Source: an optimization exercise on an open RTL-to-GDS flow (aim: small area, a short achievable clock period and few clock cycles per item). Production flows keep margins and buffers that such runs may drop.
Where RTL was checked, it was by simulation tests only, not by an equivalence proof against the original.
Power and IR drop assume default switching activity.

==> flow/design.v (excerpt) <==
module shader_cache_entry_validator_unit (
   input  logic        clock,
   input  logic        reset,
   input  logic        req_tvalid,
   output logic        req_tready,
   input  logic [15:0] req_tdata,   
   input  logic        req_tlast,   
   output logic        rsp_tvalid,
   input  logic        rsp_tready,
   output logic [39:0] rsp_tdata,   
   input  logic        csr_valid,
   output logic        csr_ready,
   input  logic [1:0]  csr_index,
   input  logic [31:0] csr_data
);
   logic [31:0] stage_code_ff;
   logic [23:0] contract_len_ff;
   logic [23:0] source_len_ff;
   logic [31:0] max_bytes_ff;
   logic        in_valid_ff;
   logic [7:0]  in_file_ff;
   logic        in_differs_ff;   
   logic        in_last_ff;
   logic [1:0]  owed_ff;         
   logic        ready_ff;
   logic [31:0] pos_ff;          
   logic        payload_ff;      
   logic        words_ff;        
   logic        over_ff;         
   logic        header_bad_ff;
   logic [31:0] word_count_ff;
   logic [31:0] len_left_ff;     
   logic        len_high_ff;     
   logic        len_sum_ok_ff;   
   logic [63:0] hash_field_ff;
   logic        prefix_bad_ff;
   logic        vp_valid_ff;
   logic [2:0]  vp_code_ff;      
   logic        rsp_valid_ff;
   logic [2:0]  rsp_code_ff;
   logic [31:0] rejected_ff;
   logic        take, take_payload, consume, last, header, prefix, word;
   logic [5:0]  hpos;
   logic [7:0]  expect_byte;
   logic        check_byte;
   logic [63:0] hash;
   logic        walk_bad;
   logic [25:0] prefix_end;
   logic        at_prefix_end;
   logic        at_max;
   logic [2:0]  pre_code;
   logic [2:0]  code;
   logic        load_rsp;
  ...
Size in the first run: ~430 flip-flops, about 99 I/O pins, roughly 0.029 mm^2 of cells after synthesis.
export LEC_CHECK = 0
export CAP_MARGIN = 0
export CORE_MARGIN = 2
export CORE_UTILIZATION = 40
export SETUP_SLACK_MARGIN = 5
export SLEW_MARGIN = 0
create_clock -name core_clock -period 10.0 [get_ports {clock}]
standard.sh (not shown) runs the stock make flow with config.mk's settings and CLKGATE_MAP_FILE= SYNTH_SCRIPT=/design/flow/synth_recipe.tcl, a recipe that flattens the netlist after the stock synthesis.
==> flow/flow/run.sh <==
#!/bin/bash
# Own layout flow: the standard flow (standard.sh, standard synthesis unchanged) with
# smaller port buffers and a clock tree without dummy loads, set through ORFS's environment
# variables. The flow's full output goes to flow_orfs.log in this folder.
set -euo pipefail
cd "$(dirname "$0")/.."
export BUFFER_PORTS_ARGS="-buffer_cell sky130_fd_sc_hd__buf_1"
export CTS_ARGS="-sink_clustering_enable -repair_clock_nets -dont_use_dummy_load -sink_clustering_size 15 -sink_clustering_max_diameter 50 -buf_list {sky130_fd_sc_hd__clkbuf_4 sky130_fd_sc_hd__clkbuf_8}"
bash standard.sh > flow_orfs.log 2>&1
Testbench counts at the start, summed over its fixed seeds: cycles 74,921, bytes 74,896.
Edit:
--- a/flow/flow/run.sh
+++ b/flow/flow/run.sh
@@ -8,2 +8,3 @@
 export CTS_ARGS="-sink_clustering_enable -repair_clock_nets -dont_use_dummy_load -sink_clustering_size 15 -sink_clustering_max_diameter 50 -buf_list {sky130_fd_sc_hd__clkbuf_4 sky130_fd_sc_hd__clkbuf_8}"
+export SETUP_SLACK_MARGIN=6
 bash standard.sh > flow_orfs.log 2>&1
- ABC_AREA: unset -> 1
- CAP_MARGIN: 0 -> 20
- SETUP_SLACK_MARGIN: 5 -> unset
- SLEW_MARGIN: 0 -> 20
The new run went through all stages and came out clean.
Critical path depth came out higher by 3.
Worst setup slack is better by 0.72 ns.
Clock skew came out higher by 0.027 ns.
Non-clock buffer count came out higher by 98.
Cell area came out higher by 10%.
Edit:
==> flow/flow/run.sh (replaced) <==
#!/bin/bash
# Own layout flow: the standard flow (standard.sh, standard synthesis unchanged) with
# different port buffers, clock tree and timing-repair settings passed to ORFS through
# its environment variables. Each run's full output goes to a log file in this folder.
set -euo pipefail
cd "$(dirname "$0")/.."
# Port buffers: the smallest plain buffer instead of the default choice.
export BUFFER_PORTS_ARGS="-buffer_cell sky130_fd_sc_hd__buf_1"
# Clock tree: smaller clock buffers, no dummy loads.
export CTS_ARGS="-sink_clustering_enable -repair_clock_nets -dont_use_dummy_load -buf_list {sky130_fd_sc_hd__clkbuf_4 sky130_fd_sc_hd__clkbuf_8}"
# Timing repair aims past the clock period's slack, as SETUP_SLACK_MARGIN does.
export SETUP_SLACK_MARGIN=6
bash standard.sh > flow_orfs.log 2>&1
- ABC_AREA: 1 -> unset
What happened: The changed run passed the timing, DRC and antenna checks; cell count is lower by 11%; synthesized area shrinks by 4.3%; worst setup slack loses 0.47 ns; clock power grows by 20%; utilization went up by 1.9 points; via count fell by 7.4%.
Edit:
==> flow/flow/run.sh (replaced) <==
#!/bin/bash
# Own layout flow: the standard flow (standard.sh, standard synthesis unchanged) with
# smaller port buffers and a clock tree without dummy loads, set through ORFS's environment
# variables. The flow's full output goes to flow_orfs.log in this folder.
set -euo pipefail
cd "$(dirname "$0")/.."
export BUFFER_PORTS_ARGS="-buffer_cell sky130_fd_sc_hd__buf_1"
export CTS_ARGS="-sink_clustering_enable -repair_clock_nets -dont_use_dummy_load -sink_clustering_size 15 -sink_clustering_max_diameter 50 -buf_list {sky130_fd_sc_hd__clkbuf_4 sky130_fd_sc_hd__clkbuf_8}"
export SETUP_SLACK_MARGIN=5.5
bash standard.sh > flow_orfs.log 2>&1
- ABC_AREA: unset -> 1
Result:
- worst setup slack improved by 0.34 ns
- routed wire length falls by 4.3%
- area after synthesis grows by 4.5%
- register-to-register slack improved by 0.34 ns
- sequential share of layout area grows by 1.6 points
- count of clock-buffer cells in the layout goes down by 21
- die area went up by 4.4%
Edit:
--- a/flow/flow/run.sh
+++ b/flow/flow/run.sh
@@ -8,3 +8,2 @@
 export CTS_ARGS="-sink_clustering_enable -repair_clock_nets -dont_use_dummy_load -sink_clustering_size 15 -sink_clustering_max_diameter 50 -buf_list {sky130_fd_sc_hd__clkbuf_4 sky130_fd_sc_hd__clkbuf_8}"
-export SETUP_SLACK_MARGIN=5.5
 bash standard.sh > flow_orfs.log 2>&1
- ABC_AREA: 1 -> unset
- CORE_UTILIZATION: 40 -> 65
- PLACE_DENSITY: unset -> 0.8
- SETUP_SLACK_MARGIN: unset -> 5
Die area decreases by 41%.
Sequential cell count is unchanged.
Final cell count decreases by about 20%.
Fmax decreases by about 13%.


red:
Starting RTL as in the previous note.
Settings: LEC_CHECK=0, CAP_MARGIN=20, CORE_MARGIN=2, CORE_UTILIZATION=40, CTS_BUF_LIST=sky130_fd_sc_hd__clkbuf_8, CTS_CLUSTER_DIAMETER=50, CTS_CLUSTER_SIZE=15, SETUP_SLACK_MARGIN=5, SLEW_MARGIN=20; clock period 10.0 ns.
run.sh (not shown) runs the stock make flow with config.mk's settings and CLKGATE_MAP_FILE= SYNTH_SCRIPT=/design/flow/synth_recipe.tcl, a recipe that flattens the netlist after the stock synthesis.
Stock flow here: none of the scripts above is used.
red | stages: all done | timing, DRC, antenna: all pass
Testbench counts of red, summed over its fixed seeds: cycles 74,921, bytes 74,896.
## Diff of input files: blue against red
# red
export LEC_CHECK = 0
export CAP_MARGIN = 20
export CORE_MARGIN = 2
export CORE_UTILIZATION = 40
export CTS_BUF_LIST = sky130_fd_sc_hd__clkbuf_8
export CTS_CLUSTER_DIAMETER = 50
export CTS_CLUSTER_SIZE = 15
export SETUP_SLACK_MARGIN = 5
export SLEW_MARGIN = 20
create_clock -name core_clock -period 10.0 [get_ports {clock}]
# blue
export LEC_CHECK = 0
export ABC_AREA = 1
export CAP_MARGIN = 20
export CORE_MARGIN = 2
export CORE_UTILIZATION = 55
export SLEW_MARGIN = 20
create_clock -name core_clock -period 10.0 [get_ports {clock}]
==> flow/flow/run.sh (new file) <==
#!/bin/bash
# Own layout flow: the standard flow (standard.sh, standard synthesis unchanged) with
# smaller port buffers and a clock tree without dummy loads, set through ORFS's environment
# variables. The flow's full output goes to flow_orfs.log in this folder.
set -euo pipefail
cd "$(dirname "$0")/.."
export BUFFER_PORTS_ARGS="-buffer_cell sky130_fd_sc_hd__buf_1"
export CTS_ARGS="-sink_clustering_enable -repair_clock_nets -dont_use_dummy_load -sink_clustering_size 15 -sink_clustering_max_diameter 50 -buf_list {sky130_fd_sc_hd__clkbuf_4 sky130_fd_sc_hd__clkbuf_8}"
export SETUP_SLACK_MARGIN=5.5
bash standard.sh > flow_orfs.log 2>&1
==> flow/standard.sh (new file) <==
#!/bin/bash
# synth_recipe.tcl (not shown) runs the flow's synth.tcl, then flattens the netlist and writes it again
# the make line also repeats each setting of config.mk as NAME=value (left out here)
make -C /OpenROAD-flow-scripts/flow DESIGN_CONFIG=/design/flow/config.mk WORK_HOME=/design/flow/orfs CLKGATE_MAP_FILE= SYNTH_SCRIPT=/design/flow/synth_recipe.tcl "${@:-finish}"
removed: flow/run.sh
## What came out
- Compared blue vs red, and die area is down in blue.
- Setup WNS red -> blue: better
- Antenna diode count up 1 in blue wrt red
- Summary of blue over red: detailed-route wire length now sits higher, data required time of the critical path now sits lower, y dimension of the die now sits lower, utilization now sits higher.
- On synthesized-area fraction occupied by adder cells: blue sits below red.
- Relative to red, the clock latency on the worst-skew pair of blue is lower by 0.05 ns.


Another version of the RTL of shader_cache_entry_validator_unit (not shown whole).
Size in the first run: ~430 flip-flops, ~99 I/O pins, roughly 31000 µm² of cells after synthesis.
clock: 10.0 ns
lec_check: 0
abc_area: 1
cap_margin: 20
core_margin: 2
core_utilization: 40
slew_margin: 20
standard.sh (not shown) runs the stock make flow with config.mk's settings and CLKGATE_MAP_FILE= SYNTH_SCRIPT=/design/flow/synth_recipe.tcl, a recipe that flattens the netlist after the stock synthesis.
==> flow/flow/run.sh <==
#!/bin/bash
# Own layout flow: the standard flow (standard.sh, standard synthesis unchanged) with
# smaller port buffers and a clock tree without dummy loads, set through ORFS's environment
# variables. The flow's full output goes to flow_orfs.log in this folder.
set -euo pipefail
cd "$(dirname "$0")/.."
export BUFFER_PORTS_ARGS="-buffer_cell sky130_fd_sc_hd__buf_1"
export CTS_ARGS="-sink_clustering_enable -repair_clock_nets -dont_use_dummy_load -sink_clustering_size 15 -sink_clustering_max_diameter 50 -buf_list {sky130_fd_sc_hd__clkbuf_4 sky130_fd_sc_hd__clkbuf_8}"
export SETUP_SLACK_MARGIN=5.5
bash standard.sh > flow_orfs.log 2>&1
Then changed:
--- a/flow/flow/run.sh
+++ b/flow/flow/run.sh
@@ -9 +9 @@
-export SETUP_SLACK_MARGIN=5.5
+export SETUP_SLACK_MARGIN=5.75
=>
- global-route usage came out higher by 0.59 points
- synthesized area stays the same
- cell count rises by 1.5%
- worst setup slack is better by 0.23 ns
- first-iteration DRC count climbs by 13%
- routed wire length goes up by 3.1%
- final area increases by 5.9%
- hold slack barely changes
- via count is higher by 2.9%
- fmax went up by 5.4%
No run of this note included a check of the RTL's function; only the layout flow was run.


Setup of lane 1:
RTL: one of the versions met above, not the one the previous note started from.
For scale: about 3500 cells after synthesis.
clock: 10.0 ns
lec_check: 0
abc_area: 1
cap_margin: 20
core_margin: 2
core_utilization: 30
slew_margin: 20
==> flow/flow/run.sh <==
#!/bin/bash
# Own layout flow: the standard flow (standard.sh, standard synthesis unchanged) with
# smaller port buffers and a clock tree without dummy loads, set through ORFS's environment
# variables. The flow's full output goes to flow_orfs.log in this folder.
set -euo pipefail
cd "$(dirname "$0")/.."
export BUFFER_PORTS_ARGS="-buffer_cell sky130_fd_sc_hd__buf_1"
export CTS_ARGS="-sink_clustering_enable -repair_clock_nets -dont_use_dummy_load -sink_clustering_size 15 -sink_clustering_max_diameter 50 -buf_list {sky130_fd_sc_hd__clkbuf_4 sky130_fd_sc_hd__clkbuf_8}"
export SETUP_SLACK_MARGIN=5.5
bash standard.sh > flow_orfs.log 2>&1
Testbench counts of lane 1, summed over its fixed seeds: cycles 74,921, bytes 74,896.
### lane 1 -> lane 2
- an added SETUP_SLACK_MARGIN of 5
- a change of CORE_UTILIZATION from 30 to 40
- a deleted ABC_AREA that had been 1
==> flow/run.sh (new file) <==
#!/bin/bash
# synth_recipe.tcl (not shown) runs the flow's synth.tcl, then flattens the netlist and writes it again
# the make line also repeats each setting of config.mk as NAME=value (left out here)
make -C /OpenROAD-flow-scripts/flow DESIGN_CONFIG=/design/flow/config.mk WORK_HOME=/design/flow/orfs CLKGATE_MAP_FILE= SYNTH_SCRIPT=/design/flow/synth_recipe.tcl finish
removed: flow/flow/run.sh
removed: flow/standard.sh
Lane 2 ended with less share of the final layout cell area in multi-input gates than lane 1. Between lane 2 and lane 1, the difference in global-route met3 utilization is negligible. Summary — mean area per synthesized cell, lane 2 relative to lane 1: higher, by 14%. Die area | lane 2 < lane 1. Looking at number of CTS-inserted buffers across lane 2 and lane 1, the one that comes out lower is lane 2. Delta (lane 2 minus lane 1): portion of the layout cell area used by clock cells +2.7 points, global-route total usage across every layer +6.3 points, part of the power in combinational logic -4.9 points, global placement routability congestion +0.019. Clock period minus worst slack (lower): lane 1.
Changes in lane 3 relative to lane 2:
- setting ABC_AREA to 1 for the first time
- changing SLEW_MARGIN from 20 to 0
- changing CAP_MARGIN from 20 to 0
==> flow/flow/run.sh (new file) <==
#!/bin/bash
# Own layout flow: the standard flow (standard.sh, standard synthesis unchanged) with
# smaller port buffers and a clock tree without dummy loads, set through ORFS's environment
# variables. The flow's full output goes to flow_orfs.log in this folder.
set -euo pipefail
cd "$(dirname "$0")/.."
export BUFFER_PORTS_ARGS="-buffer_cell sky130_fd_sc_hd__buf_1"
export CTS_ARGS="-sink_clustering_enable -repair_clock_nets -dont_use_dummy_load -sink_clustering_size 15 -sink_clustering_max_diameter 50 -buf_list {sky130_fd_sc_hd__clkbuf_4 sky130_fd_sc_hd__clkbuf_8}"
bash standard.sh > flow_orfs.log 2>&1
==> flow/standard.sh (new file) <==
#!/bin/bash
# synth_recipe.tcl (not shown) runs the flow's synth.tcl, then flattens the netlist and writes it again
# the make line also repeats each setting of config.mk as NAME=value (left out here)
make -C /OpenROAD-flow-scripts/flow DESIGN_CONFIG=/design/flow/config.mk WORK_HOME=/design/flow/orfs CLKGATE_MAP_FILE= SYNTH_SCRIPT=/design/flow/synth_recipe.tcl "${@:-finish}"
removed: flow/run.sh
### Flow results
Lane 3 against lane 2: sequential cell area share went up, proportion of power drawn by combinational gates went up, combinational power went down. Lane 3 | status: complete | timing, DRC, antenna: pass. Run comparison: lane 3 launch point of the worst path u_hash.hash[1]; lane 2 launch point of the worst path u_hash.hash[2]. Taking lane 2 as the reference, in lane 3 post-synthesis share of cell area spent on xor and xnor gates decreased by 3.4 points relative to the old numbers; clock power now smaller. Compared with lane 2, lane 3 shows number of inserted diodes lower by 1. The area after synthesis of lane 3 exceeds that of lane 2 by 1300 um2. Between lane 3 and lane 2, the count of cells resized by post-cts repair is lower for lane 3.


shader_cache_entry_validator_unit, a different RTL version from the one above (not shown whole).
Size in the first run: roughly 3300 cells after synthesis, about 31000 um2 of cells after synthesis.
Settings: LEC_CHECK=0, CAP_MARGIN=20, CORE_MARGIN=2, CORE_UTILIZATION=40, SLEW_MARGIN=20; clock period 10.0 ns.
run.sh (not shown) runs the stock make flow with config.mk's settings and CLKGATE_MAP_FILE= SYNTH_SCRIPT=/design/flow/synth_recipe.tcl, a recipe that flattens the netlist after the stock synthesis.
Stock flow here: none of the scripts above is used.
Testbench counts at the start, summed over its fixed seeds: cycles 74,921, bytes 74,896.
Edit:
SETUP_SLACK_MARGIN = 5   (was default)
What happened: Design area rises by about 9%. Synthesized cell count stays the same. Routed wire length rises by 3.8%. Die area does not change. Non-clock buffer count goes up by 156.


Another version of the RTL of shader_cache_entry_validator_unit (not shown whole).
For scale: about 2900 cells after synthesis, roughly 430 flip-flops, ~99 I/O pins, ~0.029 mm^2 of cells after synthesis.
make LEC_CHECK=0 ABC_CLOCK_PERIOD_IN_PS=4000 CAP_MARGIN=20 CORE_MARGIN=2 CORE_UTILIZATION=40 SETUP_SLACK_MARGIN=5 SLEW_MARGIN=20 finish   # period 10.0 ns
Change:
ABC_CLOCK_PERIOD_IN_PS = unset   (was 4000)
What happened: Clock-buffer cell count stays the same; worst setup slack stays the same; total power does not change; area after synthesis does not change; global-route usage does not change.
No functional check of the RTL was part of any run of this note.

static timing again, ports no longer ideal:
No port has a modelled driver above. Below, the same layouts with a new extraction and two added sets of constraints.
Step 1 sets driving cells, clkbuf_16 on the clock port and buf_2 on the other inputs (assumed; they add their load-dependent delay and slew).
Step 2 also shifts input and output timing later by t, the mid clock arrival at the registers, as if the neighbouring blocks saw the same clock.
a / b / c = ideal ports / drivers / drivers and shift; a / b = the first two.
| run | t, ns | setup WS [ns] | hold WS [ns] | worst setup path at the end | worst data-port slew with drivers (ns) |
|---|---|---|---|---|---|
| the first run of note 1 | 0.700 | 5.065 / 5.065 / 5.065 | 0.458 / 0.458 / 0.458 | register to register | 0.08 |
| the second run of note 1 | 0.732 | 5.786 / 5.786 / 5.611 | 0.456 / 0.456 / 0.456 | input to register | 0.13 |
| the third run of note 1 | 0.707 | 5.321 / 5.321 / 5.321 | 0.452 / 0.452 / 0.452 | register to register | 0.08 |
| the fourth run of note 1 | 0.720 | 5.664 / 5.664 / 5.483 | 0.456 / 0.456 / 0.456 | input to register | 0.06 |
| the fifth run of note 1 | 0.699 | 5.022 / 5.022 / 5.022 | 0.458 / 0.458 / 0.458 | register to register | 0.04 |
| red | 0.762 | 5.134 / 5.134 / 5.134 | 0.462 / 0.462 / 0.462 | register to register | 0.10 |
| blue | 0.689 | 5.574 / 5.574 / 5.574 | 0.454 / 0.454 / 0.454 | register to register | 0.04 |
| the first run of note 3 | 0.733 | 5.465 / 5.465 / 5.463 | 0.458 / 0.458 / 0.458 | input to register | 0.04 |
| the second run of note 3 | 0.735 | 5.700 / 5.700 / 5.478 | 0.459 / 0.459 / 0.459 | input to register | 0.04 |
| lane 1 | 0.743 | 5.632 / 5.632 / 5.497 | 0.458 / 0.458 / 0.458 | input to register | 0.04 |
| lane 2 | 0.653 | 5.127 / 5.127 / 5.127 | 0.457 / 0.457 / 0.457 | register to register | 0.10 |
| lane 3 | 0.720 | 5.231 / 5.231 / 5.231 | 0.455 / 0.455 / 0.455 | register to register | 0.06 |
| the first run of note 5 | 0.652 | 3.275 / 3.275 / 3.275 | 0.451 / 0.451 / 0.451 | register to register | 0.05 |
| the second run of note 5 | 0.653 | 4.460 / 4.460 / 4.460 | 0.457 / 0.457 / 0.457 | register to register | 0.05 |
| the first run of note 6 | 0.672 | 5.095 / 5.095 / 5.095 | 0.459 / 0.459 / 0.459 | register to register | 0.06 |
| the second run of note 6 | 0.672 | 5.095 / 5.095 / 5.095 | 0.459 / 0.459 / 0.459 | register to register | 0.06 |
After both steps every run listed still meets setup and hold. The setup slack of the second run of note 3, which loses most, moves by 0.000 ns with the drivers and by -0.222 ns with both steps.
